Background: an optimization exercise with open tools, aiming at small area. Do not read the settings as production practice. In this exercise RTL edits were held to simulation tests only and were not proved equivalent to the original. Power is estimated from default activity; no workload was simulated.

==> design/flow/design.v <==
package axi_split_pkg;
   localparam int ADDR_W     = 32;
   localparam int LEN_W      = 8;
   localparam int DATA_W     = 64;
   localparam int HALF_W     = DATA_W / 2;
   localparam int AX_DEPTH   = 4;
   localparam int DATA_DEPTH = 8;
   localparam int CREDIT_W   = 8;
   typedef logic [ADDR_W-1:0] addr_t;
   typedef logic [LEN_W-1:0]  len_t;
   typedef logic [DATA_W-1:0] wide_data_t;
   typedef logic [HALF_W-1:0] half_data_t;
   typedef struct packed {
      addr_t addr;
      len_t  len;
   } ax_req_t;
   typedef struct packed {
      half_data_t data;
      logic       last;
   } half_beat_t;
endpackage
module axi_split_ptr #(
   parameter int DEPTH = 4
) (
   input  logic                   clk,
   input  logic                   resetn,
   input  logic                   step,
   output logic [$clog2(DEPTH):0] ptr
);
   always_ff @(posedge clk) begin
      if (!resetn) begin
         ptr <= '0;
      end else if (step) begin
         ptr <= ptr + 1'b1;
      end
   end
endmodule
module axi_split_ohptr #(
   parameter int DEPTH = 4
) (
   input  logic             clk,
   input  logic             resetn,
   input  logic             step,
   output logic [DEPTH-1:0] oh,
   output logic             wrap
);
   always_ff @(posedge clk) begin
      if (!resetn) begin
         oh   <= DEPTH'(1);
         wrap <= 1'b0;
      end else if (step) begin
         oh   <= {oh[DEPTH-2:0], oh[DEPTH-1]};
         wrap <= wrap ^ oh[DEPTH-1];
      end
   end
endmodule
module axi_split_ohmux #(
   parameter int W = 8,
   parameter int N = 4
) (
   input  logic [N*W-1:0] d,
   input  logic [N-1:0]   sel,
   output logic [W-1:0]   q
);
   always_comb begin
      q = '0;
      for (int i = 0; i < N; i++) begin
         q = q | (d[i*W +: W] & {W{sel[i]}});
      end
   end
endmodule
import axi_split_pkg::*;
module axi_split_addr_fanout
(
   input  logic    clk,
   input  logic    resetn,
   input  axi_split_pkg::addr_t   s_addr,
   input  axi_split_pkg::len_t    s_len,
   input  logic    s_valid,
   output logic    s_ready,
   output axi_split_pkg::ax_req_t m0_req,
   output axi_split_pkg::ax_req_t m1_req,
   output logic    m0_valid,
   output logic    m1_valid,
   input  logic    m0_ready,
   input  logic    m1_ready
);
   localparam int PW = $clog2(AX_DEPTH);
   localparam int EW = ADDR_W - 1 + LEN_W;
   logic [AX_DEPTH-1:0][EW-1:0] mem;
   logic [PW:0]          wr;
   logic [AX_DEPTH-1:0]  rd0, rd1;
   logic                 rw0, rw1;
   logic                 same0, same1;
   logic [EW-1:0]        e0, e1;
   logic                 push;
   axi_split_ptr   #(.DEPTH(AX_DEPTH)) wr_p  (.clk(clk), .resetn(resetn), .step(push), .ptr(wr));
   axi_split_ohptr #(.DEPTH(AX_DEPTH)) rd0_p (.clk(clk), .resetn(resetn), .step(m0_valid && m0_ready), .oh(rd0), .wrap(rw0));
   axi_split_ohptr #(.DEPTH(AX_DEPTH)) rd1_p (.clk(clk), .resetn(resetn), .step(m1_valid && m1_ready), .oh(rd1), .wrap(rw1));
   assign same0    = rd0[wr[PW-1:0]];
   assign same1    = rd1[wr[PW-1:0]];
   assign m0_valid = !(same0 && (wr[PW] == rw0));
   assign m1_valid = !(same1 && (wr[PW] == rw1));
   assign s_ready  = resetn && !(same0 && (wr[PW] != rw0)) && !(same1 && (wr[PW] != rw1));
   assign push     = s_valid && s_ready;
   always_ff @(posedge clk) begin
      if (push) begin
         for (int i = 0; i < AX_DEPTH; i++) begin
            if (wr[PW-1:0] == i) mem[i] <= {s_addr[ADDR_W-1:1], s_len};
         end
      end
   end
   axi_split_ohmux #(.W(EW), .N(AX_DEPTH)) rm0 (.d(mem), .sel(rd0), .q(e0));
   axi_split_ohmux #(.W(EW), .N(AX_DEPTH)) rm1 (.d(mem), .sel(rd1), .q(e1));
   assign m0_req = {1'b0, e0};
   assign m1_req = {e1[EW-1], ~e1[EW-1], e1[EW-2:0]};
endmodule
import axi_split_pkg::*;
module axi_split_wdata_fanout
(
   input  logic       clk,
   input  logic       resetn,
   input  axi_split_pkg::wide_data_t s_data,
   input  logic       s_last,
   input  logic       s_valid,
   output logic       s_ready,
   output axi_split_pkg::half_beat_t m0_beat,
   output axi_split_pkg::half_beat_t m1_beat,
   output logic       m0_valid,
   output logic       m1_valid,
   input  logic       m0_ready,
   input  logic       m1_ready
);
   localparam int PW = $clog2(DATA_DEPTH);
   logic [DATA_DEPTH-1:0][HALF_W-1:0] lo, hi;
   logic [DATA_DEPTH-1:0]             last;
   logic [DATA_DEPTH-1:0][HALF_W:0]   q0, q1;
   logic [PW:0]                       wr;
   logic [DATA_DEPTH-1:0]             rd0, rd1;
   logic                              rw0, rw1;
   logic                              same0, same1;
   logic                              push;
   axi_split_ptr   #(.DEPTH(DATA_DEPTH)) wr_p  (.clk(clk), .resetn(resetn), .step(push), .ptr(wr));
   axi_split_ohptr #(.DEPTH(DATA_DEPTH)) rd0_p (.clk(clk), .resetn(resetn), .step(m0_valid && m0_ready), .oh(rd0), .wrap(rw0));
   axi_split_ohptr #(.DEPTH(DATA_DEPTH)) rd1_p (.clk(clk), .resetn(resetn), .step(m1_valid && m1_ready), .oh(rd1), .wrap(rw1));
   assign same0    = rd0[wr[PW-1:0]];
   assign same1    = rd1[wr[PW-1:0]];
   assign m0_valid = !(same0 && (wr[PW] == rw0));
   assign m1_valid = !(same1 && (wr[PW] == rw1));
   assign s_ready  = resetn && !(same0 && (wr[PW] != rw0)) && !(same1 && (wr[PW] != rw1));
   assign push     = s_valid && s_ready;
   always_ff @(posedge clk) begin
      if (push) begin
         for (int i = 0; i < DATA_DEPTH; i++) begin
            if (wr[PW-1:0] == i) begin
               lo[i]   <= s_data[HALF_W-1:0];
               hi[i]   <= s_data[DATA_W-1:HALF_W];
               last[i] <= s_last;
            end
         end
      end
   end
   always_comb begin
      for (int i = 0; i < DATA_DEPTH; i++) begin
         q0[i] = {lo[i], last[i]};
         q1[i] = {hi[i], last[i]};
      end
   end
   axi_split_ohmux #(.W(HALF_W + 1), .N(DATA_DEPTH)) rm0 (.d(q0), .sel(rd0), .q(m0_beat));
   axi_split_ohmux #(.W(HALF_W + 1), .N(DATA_DEPTH)) rm1 (.d(q1), .sel(rd1), .q(m1_beat));
endmodule
import axi_split_pkg::*;
module axi_split_bresp_merge
(
   input  logic clk,
   input  logic resetn,
   input  logic m0_b_valid,
   input  logic m1_b_valid,
   input  logic s_b_ready,
   output logic m0_b_ready,
   output logic m1_b_ready,
   output logic s_b_valid
);
   logic [CREDIT_W-1:0] credit [2];
   logic [1:0]          add;
   logic                sub;
   assign m0_b_ready = s_b_ready;
   assign m1_b_ready = s_b_ready;
   assign add[0] = m0_b_valid && m0_b_ready;
   assign add[1] = m1_b_valid && m1_b_ready;
   assign s_b_valid = (credit[0] != '0) && (credit[1] != '0);
   assign sub       = s_b_valid && s_b_ready;
   always_ff @(posedge clk) begin
      if (!resetn) begin
         credit[0] <= '0;
         credit[1] <= '0;
      end else begin
         for (int i = 0; i < 2; i++) begin
            if (add[i] && !sub) begin
               credit[i] <= credit[i] + 1'b1;
            end else if (!add[i] && sub) begin
               credit[i] <= credit[i] - 1'b1;
            end
         end
      end
   end
endmodule
import axi_split_pkg::*;
module axi_split_rdata_join
(
   input  logic       clk,
   input  logic       resetn,
   input  axi_split_pkg::half_beat_t m0_beat,
   input  axi_split_pkg::half_beat_t m1_beat,
   input  logic       m0_valid,
   input  logic       m1_valid,
   output logic       m0_ready,
   output logic       m1_ready,
   output axi_split_pkg::wide_data_t s_data,
   output logic       s_last,
   output logic       s_valid,
   input  logic       s_ready
);
   localparam int PW = $clog2(DATA_DEPTH);
   logic [DATA_DEPTH-1:0][HALF_W:0]   mem0;
   logic [DATA_DEPTH-1:0][HALF_W-1:0] mem1;
   logic [PW:0]                       wr0, wr1;
   logic [DATA_DEPTH-1:0]             rd;
   logic                              rw;
   logic                              same0, same1;
   logic                              push0, push1, pop;
   logic [HALF_W:0]                   h0;
   logic [HALF_W-1:0]                 h1;
   axi_split_ptr   #(.DEPTH(DATA_DEPTH)) wr0_p (.clk(clk), .resetn(resetn), .step(push0), .ptr(wr0));
   axi_split_ptr   #(.DEPTH(DATA_DEPTH)) wr1_p (.clk(clk), .resetn(resetn), .step(push1), .ptr(wr1));
   axi_split_ohptr #(.DEPTH(DATA_DEPTH)) rd_p  (.clk(clk), .resetn(resetn), .step(pop), .oh(rd), .wrap(rw));
   assign same0    = rd[wr0[PW-1:0]];
   assign same1    = rd[wr1[PW-1:0]];
   assign m0_ready = resetn && !(same0 && (wr0[PW] != rw));
   assign m1_ready = resetn && !(same1 && (wr1[PW] != rw));
   assign push0    = m0_valid && m0_ready;
   assign push1    = m1_valid && m1_ready;
   always_ff @(posedge clk) begin
      if (push0) begin
         for (int i = 0; i < DATA_DEPTH; i++) begin
            if (wr0[PW-1:0] == i) mem0[i] <= m0_beat;
         end
      end
      if (push1) begin
         for (int i = 0; i < DATA_DEPTH; i++) begin
            if (wr1[PW-1:0] == i) mem1[i] <= m1_beat.data;
         end
      end
   end
   assign s_valid = !(same0 && (wr0[PW] == rw)) && !(same1 && (wr1[PW] == rw));
   assign pop     = s_valid && s_ready;
   axi_split_ohmux #(.W(HALF_W + 1), .N(DATA_DEPTH)) rm0 (.d(mem0), .sel(rd), .q(h0));
   axi_split_ohmux #(.W(HALF_W),     .N(DATA_DEPTH)) rm1 (.d(mem1), .sel(rd), .q(h1));
   assign s_data = {h1, h0[HALF_W:1]};
   assign s_last = h0[0];
endmodule
import axi_split_pkg::*;
module axi_split_top
(
   input  logic       clk,
   input  logic       resetn,
   input  axi_split_pkg::addr_t      s_aw_addr,
   input  axi_split_pkg::len_t       s_aw_len,
   input  logic       s_aw_valid,
   output logic       s_aw_ready,
   input  axi_split_pkg::wide_data_t s_w_data,
   input  logic       s_w_last,
   input  logic       s_w_valid,
   output logic       s_w_ready,
   output logic       s_b_valid,
   input  logic       s_b_ready,
   input  axi_split_pkg::addr_t      s_ar_addr,
   input  axi_split_pkg::len_t       s_ar_len,
   input  logic       s_ar_valid,
   output logic       s_ar_ready,
   output axi_split_pkg::wide_data_t s_r_data,
   output logic       s_r_last,
   output logic       s_r_valid,
   input  logic       s_r_ready,
   output axi_split_pkg::addr_t      m0_aw_addr,
   output axi_split_pkg::len_t       m0_aw_len,
   output logic       m0_aw_valid,
   input  logic       m0_aw_ready,
   output axi_split_pkg::half_data_t m0_w_data,
   output logic       m0_w_last,
   output logic       m0_w_valid,
   input  logic       m0_w_ready,
   input  logic       m0_b_valid,
   output logic       m0_b_ready,
   output axi_split_pkg::addr_t      m0_ar_addr,
   output axi_split_pkg::len_t       m0_ar_len,
   output logic       m0_ar_valid,
   input  logic       m0_ar_ready,
   input  axi_split_pkg::half_data_t m0_r_data,
   input  logic       m0_r_last,
   input  logic       m0_r_valid,
   output logic       m0_r_ready,
   output axi_split_pkg::addr_t      m1_aw_addr,
   output axi_split_pkg::len_t       m1_aw_len,
   output logic       m1_aw_valid,
   input  logic       m1_aw_ready,
   output axi_split_pkg::half_data_t m1_w_data,
   output logic       m1_w_last,
   output logic       m1_w_valid,
   input  logic       m1_w_ready,
   input  logic       m1_b_valid,
   output logic       m1_b_ready,
   output axi_split_pkg::addr_t      m1_ar_addr,
   output axi_split_pkg::len_t       m1_ar_len,
   output logic       m1_ar_valid,
   input  logic       m1_ar_ready,
   input  axi_split_pkg::half_data_t m1_r_data,
   input  logic       m1_r_last,
   input  logic       m1_r_valid,
   output logic       m1_r_ready
);
   axi_split_addr_fanout aw_fanout (
      .clk     (clk),          .resetn  (resetn),
      .s_addr  (s_aw_addr),    .s_len   (s_aw_len),
      .s_valid (s_aw_valid),   .s_ready (s_aw_ready),
      .m0_req  ({m0_aw_addr, m0_aw_len}),
      .m1_req  ({m1_aw_addr, m1_aw_len}),
      .m0_valid(m0_aw_valid),  .m1_valid(m1_aw_valid),
      .m0_ready(m0_aw_ready),  .m1_ready(m1_aw_ready)
   );
   axi_split_addr_fanout ar_fanout (
      .clk     (clk),          .resetn  (resetn),
      .s_addr  (s_ar_addr),    .s_len   (s_ar_len),
      .s_valid (s_ar_valid),   .s_ready (s_ar_ready),
      .m0_req  ({m0_ar_addr, m0_ar_len}),
      .m1_req  ({m1_ar_addr, m1_ar_len}),
      .m0_valid(m0_ar_valid),  .m1_valid(m1_ar_valid),
      .m0_ready(m0_ar_ready),  .m1_ready(m1_ar_ready)
   );
   axi_split_wdata_fanout w_fanout (
      .clk     (clk),          .resetn  (resetn),
      .s_data  (s_w_data),     .s_last  (s_w_last),
      .s_valid (s_w_valid),    .s_ready (s_w_ready),
      .m0_beat ({m0_w_data, m0_w_last}),
      .m1_beat ({m1_w_data, m1_w_last}),
      .m0_valid(m0_w_valid),   .m1_valid(m1_w_valid),
      .m0_ready(m0_w_ready),   .m1_ready(m1_w_ready)
   );
   axi_split_bresp_merge b_merge (
      .clk       (clk),        .resetn    (resetn),
      .m0_b_valid(m0_b_valid), .m1_b_valid(m1_b_valid),
      .s_b_ready (s_b_ready),
      .m0_b_ready(m0_b_ready), .m1_b_ready(m1_b_ready),
      .s_b_valid (s_b_valid)
   );
   axi_split_rdata_join r_join (
      .clk     (clk),          .resetn  (resetn),
      .m0_beat ({m0_r_data, m0_r_last}),
      .m1_beat ({m1_r_data, m1_r_last}),
      .m0_valid(m0_r_valid),   .m1_valid(m1_r_valid),
      .m0_ready(m0_r_ready),   .m1_ready(m1_r_ready),
      .s_data  (s_r_data),     .s_last  (s_r_last),
      .s_valid (s_r_valid),    .s_ready (s_r_ready)
   );
endmodule
==> design/flow/flow/run.sh <==
#!/bin/bash
# Standard layout, with the port buffers made from the smallest buffer cell
# and a clock tree without dummy balancing loads
set -euo pipefail
export BUFFER_PORTS_ARGS="-buffer_cell sky130_fd_sc_hd__buf_1"
export CTS_ARGS="-sink_clustering_enable -repair_clock_nets -dont_use_dummy_load -sink_clustering_size 10 -sink_clustering_max_diameter 40 -buf_list sky130_fd_sc_hd__clkbuf_4"
bash standard.sh finish > standard_flow.log 2>&1
==> design/flow/standard.sh <==
#!/bin/bash
# synth_recipe.tcl (not shown) runs the flow's synth.tcl, then flattens the netlist and writes it again
# the make line also repeats each setting of config.mk as NAME=value (left out here)
make -C /OpenROAD-flow-scripts/flow DESIGN_CONFIG=/design/flow/config.mk WORK_HOME=/design/flow/orfs CLKGATE_MAP_FILE= SYNTH_SCRIPT=/design/flow/synth_recipe.tcl "${@:-finish}"
==> design/flow/config.mk <==
export PLATFORM = sky130hd
export DESIGN_NAME = axi_split_top
export DESIGN_NICKNAME = axi_split_top
export VERILOG_FILES = /design/flow/design.v
export SDC_FILE = /design/flow/constraint.sdc
export NUM_CORES = 4
export LEC_CHECK = 0
export CAP_MARGIN = 20
export CORE_MARGIN = 2
export CORE_UTILIZATION = 75
export GPL_TIMING_DRIVEN = 0
export PLACE_DENSITY = 0.82
export SLEW_MARGIN = 20
==> design/flow/constraint.sdc <==
create_clock -name core_clock -period 5.0 [get_ports {clk}]
set_input_delay 1.0000 -clock core_clock [delete_from_list [all_inputs] [get_ports {clk}]]
set_output_delay 1.0000 -clock core_clock [all_outputs]
set_load 0.01 [all_outputs]
==> results of run 1 <==
-- worst max path at each step --
stage	start	end	depth (start not counted)
global placement	resetn	w_fanout.hi[181]	5
detailed placement	resetn	aw_fanout.mem[22]	6
finish	r_join.rd_p.oh[0]	s_r_data[29]	6
global route	r_join.rd_p.oh[0]	s_r_data[29]	6
CTS	r_join.rd_p.oh[0]	s_r_data[27]	6
floorplan	w_fanout.wr_p.ptr[0]	w_fanout.hi[0]	8
-- state kept, by name (all words and copies together) (netlist names), 8 cells and up --
register and count:
ar_fanout.mem 156, aw_fanout.mem 156, b_merge.credit 16, r_join.mem0 264
r_join.mem1 256, r_join.rd_p.oh 8, w_fanout.hi 256, w_fanout.last 8
w_fanout.lo 256, w_fanout.rd0_p.oh 8, w_fanout.rd1_p.oh 8
-- logic make-up (layout without fill, tap and decap cells) --
kind of cell | Yosys count | count (layout) | synth area share [%]
flip-flops | 1433 | 1433 | 78.5
AO/OA/AOI/OAI | 893 | 893 | 12.4
AND/OR/NAND/NOR | 482 | 482 | 4.38
buffers and inverters | 267 | 1044 | 1.91
multiplexers | 54 | 54 | 1.29
adder cells (fa/ha/maj) | 42 | 42 | 1.00
XOR/XNOR | 32 | 32 | 0.521
other | 1 | 38 | 0.00697
-- metal layers --
layer / track usage [%] / up-vias / part of all wire, %
met2: 60.2 / 2915 / 48
met4: 21.4 / 34 / 6.0
met5: 0 / - / 0.16
met3: 10.9 / 558 / 13
li1: - / 14616 / -
met1: 50.0 / 17290 / 33
-- worst register-to-register path: stages, from the launching register on --
cell       delay (ns)
dfxtp_1          0.32
clkbuf_1         0.34
mux4_2           0.57
a2bb2oi_1        0.16
nand3b_1         0.11
and3_1           0.16
buf_2            0.17
nand2_2          0.19
nor3_2           0.57
buf_4            0.34
buf_4            0.23
buf_6            0.16
buf_4            0.20
-- through the flow --
stage	hold slack (ns)	utilization [%]	worst slack [ns]
after floorplan	0.441	-	-1.79
after detailed placement	0.480	81.6	1.11
final	0.196	83.5	0.342
after global routing	0.151	83.4	0.266
after CTS	0.104	83.3	0.380
after global placement	0.460	80.0	-6.27
-- cell type report --
class                   instances  area (um2)  share of cell area (%)
plain buffers                 238         920                    1.55
multi-input cells            1505       10600                    17.9
well taps                     950        1190                    2.00
flip-flops and latches       1433       42200                    71.0
clock buffers                 168        1260                    2.12
inverters                      29         109                   0.183
diodes                         36        90.1                   0.152
repair buffers                609        3050                    5.13
-- power by group through the flow --
| stage | clock [uW] | sequential [uW] | combinational [uW] |
|---|---|---|---|
| finish | 4970 | 13500 | 2740 |
| global route | 5380 | 13600 | 2920 |
| CTS | 4940 | 13500 | 2680 |
| detailed placement | 0 | 13800 | 2670 |
| global placement | 0 | 13800 | 2480 |
| floorplan | 0 | 13800 | 1530 |
-- cells in the mapped netlist, types with 7 or more instances --
master	instances
nor3_1	10
nand4_1	134
inv_1	28
ha_1	40
a21oi_1	13
xnor2_1	23
nand2b_1	9
o21ai_1	11
and2_1	16
and3_1	29
clkbuf_1	209
o21ai_0	7
edfxtp_1	1352
xor2_1	9
nor2_1	55
buf_1	20
nand2_1	196
a22oi_1	836
dfxtp_1	81
o31ai_1	8
nand3_1	20
mux2i_1	40
mux4_2	9
==> flow_summary_export.csv, run 1 <==
group,metric,value,unit
cts,post_cts_buffers,0,
setup_path,slowest_delay,0.89,ns
setup_path,cp_top_family,"buffers and inverters",
power,p_sw_share,25.4,%
timing,layout_min_cycle_time,4.66,ns
global_routing,grt_remaining_overflow,0,
setup_path,critPathMaxFanout,10,
final_layout,syn2layout_area_growth,10.5,%
run_status,status,"finished clean",
setup_path,rr_startpoint,"w_fanout.rd0_p.oh[6]",
timing,tns,0,ns
cts,postCtsResizedCells,0,
setup_path,r2r_cells,12,
setup_path,rrSetupSlack,1.19,ns
yosys,ys_ff_latch,1433,
timing,setup_viol,0,
power,power,21200,uW
cts,cts_hold_buffers,0,
global_routing,antenna_found_initial,50,
power,p_sw,5400,uW
yosys,ys.flop_type,"edfxtp_1",
cts,clkTransAtPathRegs,0.10,ns
yosys,synthesis.area,53800,um2
routing,drc_errors,0,
global_routing,grt_max_degree,39,
place,port_buffers,527,
final_layout,layout-drive-gt1-share,7.79,%
final_layout,final_common_cell,"edfxtp_1",
routing,wire_per_inst,29.0,um
yosys,synth-edff-count,1352,
floorplanning,die_x,272,um
yosys,synthArstFlopShare,0,%
routing,postRouteAntennaNets,0,
floorplanning,start_util,75.5,%
place,hpwlAfterDp,95.2,mm
timing,clock_skew,0.0999,ns
yosys,synth_top_area_share,75.5,%
power,p_per_area,357,nW/um2
cts,cts.path.max_buffers,3,
setup_path,cp.arrival,3.66,ns
power,p_comb_share,12.9,%
setup_path,endpoint_kind,"output pin",
floorplanning,coreArea,71200,um2
global_routing,grt_pass1_wl,209,mm
cts,cts_tree,"built",
floorplanning,row_count,98,
timing,finalCritPeriodShare,93.2,%
routing,avgViaCountPerCell,7.13,
flow_run,cap_viol_max_count,0,
timing,maxSlewHeadroom,25.4,%
timing,tightest_slew,1.12,ns
final_layout,nNetsFinal,4254,
setup_path,cp-start-kind,"flop",
final_layout,design_area,59500,um2
floorplanning,ioPinCount,534,
global_routing,grt_pass1_vias,34728,
setup_path,path_cells,"clkbuf_1, clkbuf_1, buf_1, a22oi_1, nand4_1, buf_1",
yosys,yosysWarnings,12,
worst_hold_path,hp-class,"in -> reg",
cts,clock_sinks,1433,
yosys,ys_seq_area_share,78.5,%
routing,drt_iter0_drc,5365,
power,power_frac_seq,63.7,%
setup_path,crit_buf_inv,4,
place,postPlaceCellArea,58100,um2
cts,cts-buffers-inserted,168,
final_layout,final_cell_mix,"edfxtp_1, a22oi_1, buf_1",
power,power_frac_clock,23.4,%
worst_hold_path,min_to,"aw_fanout.mem[89]",
setup_path,required,4.00,ns
worst_hold_path,worstHoldStart,"s_aw_addr[4]",
timing,drv_slew,0,
yosys,syn_avg_cell_area,16.8,um2
setup_path,critical_path_class,"reg -> out",
global_routing,grtUsageTotal,38.6,%
yosys,yosys-top-cells-area,"edfxtp_1, a22oi_1, dfxtp_1, nand4_1, clkbuf_1",
setup_path,crit_slowest_cell,"buf_1",
floorplanning,die_area,73900,um2
yosys,yosysTopAreaCell,"edfxtp_1",
yosys,syn_inst,3204,
final_layout,fin_cells,4968,
routing,vias,35413,
timing,fmax,215,MHz
cts,clk_latency,1.07,ns
power,cellLeakagePower,0.0186,uW
routing,first_pass_iters,8,
setup_path,rr_endpoint,"w_fanout.lo[23]",
cts,htreeDepth,4,
place,globalplace.congestion,0.858,
worst_hold_path,hold_path_depth,1,
floorplanning,die_h,272,um
yosys,ys_types,50,
power,p_int,15800,uW
final_layout,fillers,3485,
place,dp_cells,4764,
power,vdd_drop_max,0.000341,V
timing,hold_viol,0,
timing,rsz0062_at_grt,"false",
routing,drt-total-wl,144,mm
cts,cts_root_buf,"clkbuf_4",
==> run 2: changes to the inputs <==
--- a/design/flow/config.mk
+++ b/design/flow/config.mk
@@ -8,6 +8,6 @@
 export CAP_MARGIN = 20
 export CORE_MARGIN = 2
 export CORE_UTILIZATION = 75
-export GPL_TIMING_DRIVEN = 0
+export GPL_ROUTABILITY_DRIVEN = 0
 export PLACE_DENSITY = 0.82
 export SLEW_MARGIN = 20
==> run 2 against run 1 <==
Compared with the run above:
- still clean on timing, DRC and antenna
- highest routed layer unchanged
- clock skew rose by 0.055 ns
- sequential share of layout area up 1.8 points
- cell count shrank 5.4%
- flip-flop and latch count unchanged
==> flow_summary_export.csv, run 2 <==
group,metric,value,unit
run_status,status,"finished clean",
yosys,synthesis.area,53800,um2
cts,cts-buffers-inserted,169,
worst_hold_path,hold_path_depth,1,
cts,clkTransAtPathRegs,0.10,ns
yosys,synth.most_common_cell,"edfxtp_1",
yosys,ys.flop_type,"edfxtp_1",
global_routing,grt_pass1_wl,193,mm
cts,htreeDepth,4,
place,port_buffers,528,
timing,maxSlewHeadroom,27.0,%
floorplanning,die_area,73900,um2
cts,cts_hold_buffers,0,
final_layout,regMostFlops,"r_join.mem0",
cts,clock_sinks,1433,
routing,avgViaCountPerCell,7.05,
power,vdd_drop_max,0.000309,V
cts,post_cts_buffers,0,
yosys,syn_inst,3204,
yosys,ys_types,50,
global_routing,grt_max_degree,68,
floorplanning,row_count,98,
routing,wire_per_inst,27.5,um
yosys,yosysWarnings,12,
setup_path,crit_buf_inv,2,
power,cellLeakagePower,0.0181,uW
timing,layout_min_cycle_time,4.02,ns
yosys,yosys-top-cells-area,"edfxtp_1, a22oi_1, dfxtp_1, nand4_1, clkbuf_1",
yosys,synth-edff-count,1352,
timing,rsz0062_at_grt,"false",
cts,cts_root_buf,"clkbuf_4",
setup_path,rrSetupSlack,1.72,ns
final_layout,nNetsFinal,4001,
cts,cts_tree,"built",
yosys,yosysTopAreaCell,"edfxtp_1",
timing,drv_slew,0,
timing,setup_ws,0.979,ns
timing,setup_viol,0,
setup_path,cp.arrival,3.02,ns
routing,vias,33150,
floorplanning,die_x,272,um
global_routing,grtUsageTotal,34.8,%
routing,drt_iter0_drc,4240,
global_routing,antenna_found_initial,37,
setup_path,crit_slowest_cell,"mux4_1",
timing,clock_skew,0.155,ns
power,power,21000,uW
timing,finalCritPeriodShare,80.4,%
place,hpwlAfterDp,72.1,mm
setup_path,critical_path_class,"reg -> out",
yosys,ys_seq_area_share,78.5,%
setup_path,required,4.00,ns
floorplanning,die_h,272,um
setup_path,rr_startpoint,"r_join.rd_p.oh[1]",
global_routing,grt_pass1_vias,33350,
setup_path,critPathMaxFanout,37,
setup_path,path_cells,"buf_4, mux4_1, mux2_4, a21oi_4, buf_1",
final_layout,syn2layout_area_growth,7.76,%
final_layout,final_common_cell,"edfxtp_1",
cts,cts.path.max_buffers,3,
routing,drt-total-wl,129,mm
worst_hold_path,worstHoldStart,"s_ar_addr[10]",
final_layout,layout-drive-gt1-share,7.70,%
yosys,synth_top_area_share,75.5,%
worst_hold_path,min_to,"ar_fanout.mem[95]",
setup_path,cp_top_family,"multiplexers",
cts,clk_latency,1.05,ns
floorplanning,start_util,75.5,%
place,preCtsSetupSlack,1.60,ns
power,p_per_area,362,nW/um2
routing,drc_errors,0,
setup_path,endpoint_kind,"output pin",
timing,hold_viol,0,
global_routing,top_usage_layer,"met2",
setup_path,r2r_cells,6,
final_layout,final_cell_mix,"edfxtp_1, a22oi_1, buf_1",
global_routing,grt_remaining_overflow,0,
setup_path,slowest_delay,0.56,ns
cts,postCtsResizedCells,0,
place,dp_cells,4510,
yosys,ys_ff_latch,1433,
final_layout,largest_reg_flops,264,
routing,first_pass_iters,8,
worst_hold_path,hp-class,"in -> reg",
timing,tightest_slew,1.10,ns
global_routing,use_met2,56.1,%
yosys,ys_top_cells_by_count,"edfxtp_1, a22oi_1, clkbuf_1",
yosys,synthArstFlopShare,0,%
timing,fmax,249,MHz
routing,postRouteAntennaNets,0,
final_layout,fin_cells,4702,
yosys,syn_avg_cell_area,16.8,um2
floorplanning,coreArea,71200,um2
floorplanning,ioPinCount,534,
global_routing,met3_usage,8.84,%
setup_path,cp-start-kind,"flop",
global_routing,grt_util_met1,44.5,%
flow_run,cap_viol_max_count,0,
setup_path,rr_endpoint,"r_join.mem0[0]",
-- run 2: cell types whose count changed in the layout (fill, tap and decap cells not counted), moves of 2 or more --
cell      change
buf_12       -13
diode_2      -13
buf_2         -3
and3_2       -10
buf_4        +14
buf_6        -13
buf_1        -20
clkbuf_1    -209
and3_1        +8
buf_16       -11
dfxtp_2       +8
dfxtp_1       -8
and3_4        +2
-- run 2: cells by family (layout without fill, tap and decap cells) --
| family | Yosys count | after routing | share of synthesized area, % |
|---|---|---|---|
| adder cells (fa/ha/maj) | 42 | 42 | 1.00 |
| other | 1 | 25 | 0.00697 |
| XOR/XNOR | 32 | 32 | 0.521 |
| AND/OR/NAND/NOR | 482 | 482 | 4.38 |
| flip-flops | 1433 | 1433 | 78.5 |
| multiplexers | 54 | 54 | 1.29 |
| AO/OA/AOI/OAI | 893 | 893 | 12.4 |
| buffers and inverters | 267 | 791 | 1.91 |
-- run 2: per-stage QoR --
stage / TNS (ns) / instance area, um2 / util, % / hold slack (ns)
6_report: 0 / 58000 / 81.4 / 0.226
5_1_grt: 0 / 58000 / 81.4 / 0.142
4_1_cts: 0 / 57900 / 81.3 / 0.100
3_5_place_dp: 0 / 56600 / 79.5 / 0.472
3_3_place_gp: 0 / 56600 / 79.5 / 0.464
2_1_floorplan: -697.71 / 53800 / - / 0.441
-- run 2: worst max-delay path by stage --
| stage | end | slack, ns | from | depth (start not counted) |
|---|---|---|---|---|
| after CTS | m0_r_ready | 0.90 | r_join.rd_p.oh[1] | 5 |
| after floorplan | w_fanout.hi[0] | -1.79 | w_fanout.wr_p.ptr[0] | 8 |
| after detailed placement | b_merge.credit[1][7] | 1.60 | s_b_ready | 11 |
| after global routing | m0_r_ready | 0.80 | r_join.rd_p.oh[1] | 5 |
| final | m0_r_ready | 0.98 | r_join.rd_p.oh[1] | 5 |
| after global placement | w_fanout.last[7] | 1.66 | resetn | 5 |
-- run 2: final cells by class --
cell class	count	area [um2]
flip-flops and latches	1433	42200
well taps	950	1190
repair buffers	593	2500
fillers	3677	13300
diodes	23	57.6
multi-input cells	1505	10600
clock buffers	169	1270
inverters	29	109
-- run 2: worst register-to-register path, cell delays in order (launching register included) --
cell	delay (ns)
dfxtp_2	0.33
buf_4	0.29
mux4_1	0.56
mux2_4	0.31
a21oi_4	0.20
and2_1	0.29
and3_2	0.91
-- run 2: report_power, final --
group | total [uW] | internal [uW] | switching, uW
sequential | 13500 | 13400 | 138
clock | 4890 | 1550 | 3330
combinational | 2550 | 829 | 1720
total | 21000 | 15800 | 5200
-- run 2: layer usage --
layer	vias to the layer above	part of all wire (%)
li1	14069	-
met1	16375	34
met2	2280	50
met3	394	12
met4	32	4.8
met5	-	0.15
==> run 3: changes to the inputs <==
==> design/flow/config.mk (replaced) <==
export PLATFORM = sky130hd
export DESIGN_NAME = axi_split_top
export DESIGN_NICKNAME = axi_split_top
export VERILOG_FILES = /design/flow/design.v
export SDC_FILE = /design/flow/constraint.sdc
export NUM_CORES = 4
export LEC_CHECK = 0
export CAP_MARGIN = 10
export CORE_MARGIN = 2
export CORE_UTILIZATION = 75
export PLACE_DENSITY = 0.82
export SLEW_MARGIN = 10
==> run 3 against run 2 <==
Compared with the run above:
- still clean
- sequential share of layout area barely moved
- critical path depth did not move
- count of clock-buffer cells in the layout did not move
- register-to-register slack barely moved
- setup slack improved by 0.0077 ns
- core utilization barely moved
- synthesized cell count did not move
- sequential power barely moved
- clock skew fell by 0.00081 ns
- total power barely moved
- routed wire length barely moved
- die area did not move
- critical endpoint unchanged
- largest cell class unchanged
==> flow_summary_export.csv, run 3 <==
group,metric,value,unit
flow_run,cap_viol_max_count,0,
final_layout,layout-drive-gt1-share,7.70,%
global_routing,grtUsageTotal,34.8,%
routing,vias,33161,
timing,clock_skew,0.154,ns
floorplanning,coreArea,71200,um2
setup_path,crit_buf_inv,2,
yosys,ys_types,50,
setup_path,cp-start-kind,"flop",
power,p_int,15800,uW
setup_path,rrSetupSlack,1.73,ns
routing,drt_iter0_drc,4256,
cts,cts-buffers-inserted,169,
timing,hold_viol,0,
power,power_frac_clock,23.3,%
final_layout,nNetsFinal,4001,
cts,post_cts_buffers,0,
timing,holdWs,0.222,ns
yosys,ys_top_cells_by_count,"edfxtp_1, a22oi_1, clkbuf_1",
run_status,status,"finished clean",
global_routing,grt_pass1_wl,193,mm
floorplanning,die_area,73900,um2
cts,htreeDepth,4,
yosys,yosysTopAreaCell,"edfxtp_1",
setup_path,r2r_cells,6,
cts,clock_sinks,1433,
power,p_per_area,362,nW/um2
place,globalplace.congestion,0.802,
power,cellLeakagePower,0.0181,uW
timing,maxSlewHeadroom,23.4,%
final_layout,final_cell_mix,"edfxtp_1, a22oi_1, buf_1",
final_layout,largest_reg_flops,264,
place,hpwlAfterDp,72.1,mm
routing,avgViaCountPerCell,7.05,
power,vdd_drop_max,0.000309,V
yosys,synth_top_area_share,75.5,%
routing,drt-total-wl,129,mm
power,power,21000,uW
yosys,ys_seq_area_share,78.5,%
routing,drc_errors,0,
timing,tightest_slew,1.15,ns
setup_path,endpoint_kind,"output pin",
power,p_comb_share,12.2,%
cts,cts_tree,"built",
global_routing,antenna_found_initial,37,
yosys,syn_avg_cell_area,16.8,um2
global_routing,grt_remaining_overflow,0,
timing,fmax,249,MHz
yosys,synth.most_common_cell,"edfxtp_1",
timing,setup_viol,0,
final_layout,fin_cells,4703,
timing,setup_ws,0.986,ns
setup_path,path_cells,"buf_4, mux4_1, mux2_4, a21oi_4, buf_1",
floorplanning,row_count,98,
yosys,ys_ff_latch,1433,
setup_path,slowest_delay,0.56,ns
timing,rsz0062_at_grt,"false",
final_layout,regMostFlops,"r_join.mem0",
setup_path,cp.arrival,3.01,ns
cts,clk_latency,1.05,ns
setup_path,crit_slowest_cell,"mux4_1",
timing,drv_slew,0,
yosys,yosysWarnings,12,
power,p_sw,5190,uW
floorplanning,die_x,272,um
cts,cts_hold_buffers,0,
yosys,syn_inst,3204,
yosys,ys.flop_type,"edfxtp_1",
setup_path,critPathMaxFanout,37,
timing,layout_min_cycle_time,4.01,ns
floorplanning,die_h,272,um
timing,finalCritPeriodShare,80.3,%
yosys,synthesis.area,53800,um2
final_layout,final_common_cell,"edfxtp_1",
timing,tns,0,ns
yosys,synthArstFlopShare,0,%
worst_hold_path,hold_path_depth,1,
yosys,yosys-top-cells-area,"edfxtp_1, a22oi_1, dfxtp_1, nand4_1, clkbuf_1",
global_routing,grt_max_degree,68,
setup_path,critical_path_class,"reg -> out",
final_layout,syn2layout_area_growth,7.75,%
place,dp_cells,4510,
floorplanning,ioPinCount,534,
power,p_sw_share,24.7,%
place,preCtsSetupSlack,1.60,ns
global_routing,grt_pass1_vias,33350,
setup_path,required,4.00,ns
cts,postCtsResizedCells,0,
cts,cts_root_buf,"clkbuf_4",
routing,postRouteAntennaNets,0,
cts,clkTransAtPathRegs,0.11,ns
place,port_buffers,528,
worst_hold_path,hp-class,"in -> reg",
yosys,synth-edff-count,1352,
cts,cts.path.max_buffers,3,
routing,wire_per_inst,27.5,um
setup_path,cp_top_family,"multiplexers",
floorplanning,start_util,75.5,%
setup_path,cp.depth,5,
power,power_frac_seq,64.6,%
routing,first_pass_iters,8,
[run 3: cell counts after synthesis]
Identical to the previous run, type by type.
[run 3: per-layer routing]
metal / GRT usage (%) / vias to the layer above / wire length [um]
li1: - / 14083 / -
met1: 44.5 / 16408 / 44200
met2: 56.1 / 2240 / 64000
met3: 8.84 / 398 / 14600
met4: 18.2 / 32 / 6270
met5: 0 / - / 191
[run 3: power by group through the flow]
stage	clock network, uW	logic (uW)	registers [uW]
floorplan	0	1530	13800
global route	5360	2740	13600
global placement	0	2410	13800
finish	4880	2550	13500
CTS	4930	2520	13500
detailed placement	0	2510	13800
[run 3: area by class of cell]
type	instances	area (um2)
fillers	3680	13300
inverters	29	109
flip-flops and latches	1433	42200
multi-input cells	1505	10600
repair buffers	593	2500
clock buffers	169	1270
diodes	24	60.1
well taps	950	1190
[run 3: cell families (layout without fill, tap and decap cells)]
family | after synthesis | count (layout) | share of synthesized area (%)
AOI/OAI and AO/OA | 893 | 893 | 12.4
DFF | 1433 | 1433 | 78.5
other | 1 | 26 | 0.00697
and+or+nand+nor | 482 | 482 | 4.38
buffers and inverters | 267 | 791 | 1.91
xor gates and xnor gates | 32 | 32 | 0.521
muxes | 54 | 54 | 1.29
adders and majority gates | 42 | 42 | 1.00
[run 3: worst paths after layout]
kind                                            from              endpoint
worst max-delay path               r_join.rd_p.oh[1]            m0_r_ready
worst min-delay path                   s_aw_addr[17]     aw_fanout.mem[24]
worst max register to register     r_join.rd_p.oh[1]       r_join.mem0[67]
worst min register to register  b_merge.credit[1][7]  b_merge.credit[1][7]
[run 3: through the flow]
stage,area (um2),util [%]
finish,58000,81.4
global route,58000,81.3
CTS,57900,81.3
detailed placement,56600,79.5
global placement,56600,79.5
floorplan,53800,-

## what the ideal ports hide
No port has a modelled driver above. Below, the same layouts with a new extraction and two added sets of constraints. Step 1: set_driving_cell puts a clkbuf_16 on clk and a buf_2 on each other input, an assumption about the parent block. Step 2, shift: input delay + t, output delay - t, t = (earliest + latest rising clock arrival at the registers) / 2. This alone moves slack from input paths to output paths. Three values: ideal, step 1, step 2; two values: the first two.
| run | t, ns | slack for setup (ns) | cell pins on the clock port's net |
|---|---|---|---|
| run 1 | 1.084 | 0.342 / 0.274 / 1.046 | 1 |
| run 2 | 1.038 | 0.979 / 0.914 / 1.496 | 1 |
| run 3 | 1.035 | 0.986 / 0.921 / 1.495 | 1 |
After both steps setup and hold are still met in every run listed.
